What follows belongs to an exercise in optimizing a design on an open flow for small area, a short achievable clock period and few clock cycles per item; a production flow would make more cautious choices. RTL that was checked went through simulation tests only; none was proved equivalent to the original. Power and IR drop assume default switching activity.

Setup of job 6109:
==> flow/design.v (excerpt) <==
module rolling_hash_substring_counter_top (
  input  logic        clk,
  input  logic        rst_n,
  input  logic        in_valid,
  output logic        in_ready,
  input  logic [1:0]  in_op,
  input  logic [7:0]  in_char,
  output logic        out_valid,
  input  logic        out_ready,
  output logic        out_match,
  output logic [15:0] out_start,
  output logic [15:0] out_count
);
  logic       res_pop;
  logic       s0_valid;
  logic       s0_text;
  logic [1:0] s0_op;
  logic [7:0] s0_chr;
  logic [3:0] s0_bo, s0_bt, s0_bn;
  logic       r_push, r_match, r_restart;
  logic [6:0] r_klen;
  rhsc_front u_front (
    .clk      (clk),
    .rst_n    (rst_n),
    .in_valid (in_valid),
    .in_op    (in_op),
    .in_char  (in_char),
    .in_ready (in_ready),
    .res_pop  (res_pop),
    .s0_valid (s0_valid),
    .s0_text  (s0_text),
    .s0_op    (s0_op),
    .s0_chr   (s0_chr),
    .s0_bo    (s0_bo),
    .s0_bt    (s0_bt),
    .s0_bn    (s0_bn)
  );
  rhsc_back u_back (
    .clk       (clk),
    .rst_n     (rst_n),
  ...
make LEC_CHECK=0 ABC_CLOCK_PERIOD_IN_PS=3100 CAP_MARGIN=20 CORE_MARGIN=2 CORE_UTILIZATION=55 CTS_CLUSTER_DIAMETER=80 CTS_CLUSTER_SIZE=28 SETUP_SLACK_MARGIN=3.9 SLEW_MARGIN=20 SYNTH_HIERARCHICAL=1 SYNTH_MINIMUM_KEEP_SIZE=0 finish   # period 7.0 ns
run.sh (not shown) runs the stock make flow with config.mk's settings and CLKGATE_MAP_FILE= SYNTH_SCRIPT=/design/flow/synth_recipe.tcl, a recipe that flattens the netlist after the stock synthesis.
Job 6109 finished every stage and its layout cleared the timing, design-rule and antenna checks.
## Diff of input files: job 2426 against job 6109
Settings: a change of CORE_UTILIZATION from 55 to 65.
Findings:
On fraction of final layout cells with drive strength greater than 1, job 2426 and job 6109 are neck and neck.
Die extent in y sits lower in job 2426 than in job 6109.
The final critical-path share of the clock period was comparable across job 2426 and job 6109.
Every run (job 2426 and job 6109) finished clean.
Job 2426 vs. job 6109: initial cell density of the core went up by 10 points.
Function was not checked in any run of this note: the RTL went through the layout flow alone.

rolling_hash_substring_counter_top, a different RTL version from the one above (not shown whole).
Size: ~3200 cells after synthesis, roughly 49 I/O pins, about 45000 µm² of cells after synthesis.
Settings: LEC_CHECK=0, ABC_CLOCK_PERIOD_IN_PS=3400, CAP_MARGIN=20, CORE_MARGIN=2, CORE_UTILIZATION=60, SETUP_SLACK_MARGIN=3.2, SLEW_MARGIN=20, SYNTH_HIERARCHICAL=1, SYNTH_MINIMUM_KEEP_SIZE=0; clock period 7.0 ns.
The baseline passed the timing, design-rule and antenna checks.
==> next run, changes <==
--- a/flow/config.mk
+++ b/flow/config.mk
@@ -10,5 +10,5 @@
 export CORE_MARGIN = 2
 export CORE_UTILIZATION = 60
-export SETUP_SLACK_MARGIN = 3.2
+export SETUP_SLACK_MARGIN = 3.6
 export SLEW_MARGIN = 20
 export SYNTH_HIERARCHICAL = 1
Clock-buffer cell count shrinks by 4.
Final cell count grows by 0.97%.
Setup slack is better by 250 ps.
Total power grows by 3.3%.
Function was not checked in any run of this note: the RTL went through the layout flow alone.

rolling_hash_substring_counter_top, a different RTL version from the one above (not shown whole).
Size: about 3,300 cells after synthesis, ~930 flip-flops, ~49 I/O pins, roughly 0.047 mm^2 of cells after synthesis.
Settings: LEC_CHECK=0, ABC_CLOCK_PERIOD_IN_PS=3100, CAP_MARGIN=20, CORE_MARGIN=2, CORE_UTILIZATION=60, CTS_CLUSTER_DIAMETER=80, CTS_CLUSTER_SIZE=28, SETUP_SLACK_MARGIN=3.9, SLEW_MARGIN=20, SYNTH_HIERARCHICAL=1, SYNTH_MINIMUM_KEEP_SIZE=0; clock period 7.0 ns.
Testbench counts at the start, summed over its fixed seeds: cycles 24,812, items 22,232.
Next try:
--- a/flow/config.mk
+++ b/flow/config.mk
@@ -7,3 +7,3 @@
 export LEC_CHECK = 0
-export ABC_CLOCK_PERIOD_IN_PS = 3100
+export ABC_CLOCK_PERIOD_IN_PS = 3000
 export CAP_MARGIN = 20
@@ -13,3 +13,3 @@
 export CTS_CLUSTER_SIZE = 28
-export SETUP_SLACK_MARGIN = 3.9
+export SETUP_SLACK_MARGIN = 4.0
 export SLEW_MARGIN = 20
Result:
- setup slack is worse by 42 ps
- total power grows by 0.69%
- via count hardly moves
- combinational power climbs by 4.4%
- sequential power went down by about 1%
- hold slack improved by 13 ps
- wire length barely changes
- fmax decreases by 1.3%
- synthesized cell count does not change

P:
rolling_hash_substring_counter_top, a different RTL version from the one above (not shown whole).
Size in the first run: about 3300 cells after synthesis, ~49 I/O pins, about 47000 um2 of cells after synthesis.
clock: 7.0 ns
lec_check: 0
abc_clock_period_in_ps: 3100
cap_margin: 20
core_margin: 2
core_utilization: 65
cts_cluster_diameter: 80
cts_cluster_size: 28
setup_slack_margin: 3.9
slew_margin: 20
synth_hierarchical: 1
synth_minimum_keep_size: 0
P was carried through to the last stage, and its layout satisfied the timing, design-rule and antenna checks.
Testbench counts of P, summed over its fixed seeds: cycles 24,804, items 22,232.
For Q, these inputs were changed with respect to P:
# P
export LEC_CHECK = 0
export ABC_CLOCK_PERIOD_IN_PS = 3100
export CAP_MARGIN = 20
export CORE_MARGIN = 2
export CORE_UTILIZATION = 65
export CTS_CLUSTER_DIAMETER = 80
export CTS_CLUSTER_SIZE = 28
export SETUP_SLACK_MARGIN = 3.9
export SLEW_MARGIN = 20
export SYNTH_HIERARCHICAL = 1
export SYNTH_MINIMUM_KEEP_SIZE = 0
create_clock -name core_clock -period 7.0 [get_ports {clk}]
# Q
export LEC_CHECK = 0
export ABC_CLOCK_PERIOD_IN_PS = 3100
export CAP_MARGIN = 20
export CORE_MARGIN = 2
export CORE_UTILIZATION = 60
export CTS_CLUSTER_DIAMETER = 80
export CTS_CLUSTER_SIZE = 28
export SETUP_SLACK_MARGIN = 3.9
export SLEW_MARGIN = 20
export SYNTH_HIERARCHICAL = 1
export SYNTH_MINIMUM_KEEP_SIZE = 0
create_clock -name core_clock -period 7.0 [get_ports {clk}]
--- outcome ---
Q: PASS, flow complete, no timing, DRC or antenna violations
The core outline area of Q was inferior to that of P.
Comparing P with Q, the sequential cell area in the final layout came out essentially unchanged.
Compared with P, in Q minimum clock period after layout lost 0.015 ns; power per standard cell area has increased.

==> afterwards: timing with drivers on the ports <==
How much do the figures lean on ideal ports? The routed layouts below were timed once more, with nothing changed but the port constraints. Step 1 (the two cells are an assumption about what drives the block):
set clk [get_ports {clk}]
set_driving_cell -lib_cell sky130_fd_sc_hd__clkbuf_16 $clk
set_driving_cell -lib_cell sky130_fd_sc_hd__buf_2 [delete_from_list [all_inputs] $clk]
Step 2, shift: input delay + t, output delay - t, t = (earliest + latest rising clock arrival at the registers) / 2. This alone moves slack from input paths to output paths. Three values: ideal, step 1, step 2; two values: the first two.
run	t (ns)	setup WS [ns]	worst setup path after step 2	slew at the worst register clock pin (ns)	worst slew at a driven data input, ns
job 6109	0.701	3.899 / 3.896 / 3.437	input to register	0.11 / 0.11	0.06
job 2426	0.697	3.902 / 3.866 / 3.419	input to register	0.11 / 0.11	0.07
the first run of note 2	0.723	3.292 / 3.292 / 3.008	input to register	0.07 / 0.07	0.04
the second run of note 2	0.716	3.543 / 3.543 / 3.122	input to register	0.07 / 0.07	0.04
the first run of note 3	0.706	3.893 / 3.887 / 3.277	input to register	0.11 / 0.11	0.04
the second run of note 3	0.688	3.851 / 3.851 / 3.375	input to register	0.10 / 0.10	0.04
P	0.682	3.891 / 3.891 / 3.346	input to register	0.10 / 0.10	0.08
Q	0.686	3.906 / 3.906 / 3.356	input to register	0.11 / 0.11	0.05
After both steps every run listed still meets setup and hold. The setup slack of the first run of note 3, which loses most, moves by -0.006 ns with the drivers and by -0.616 ns with both steps.
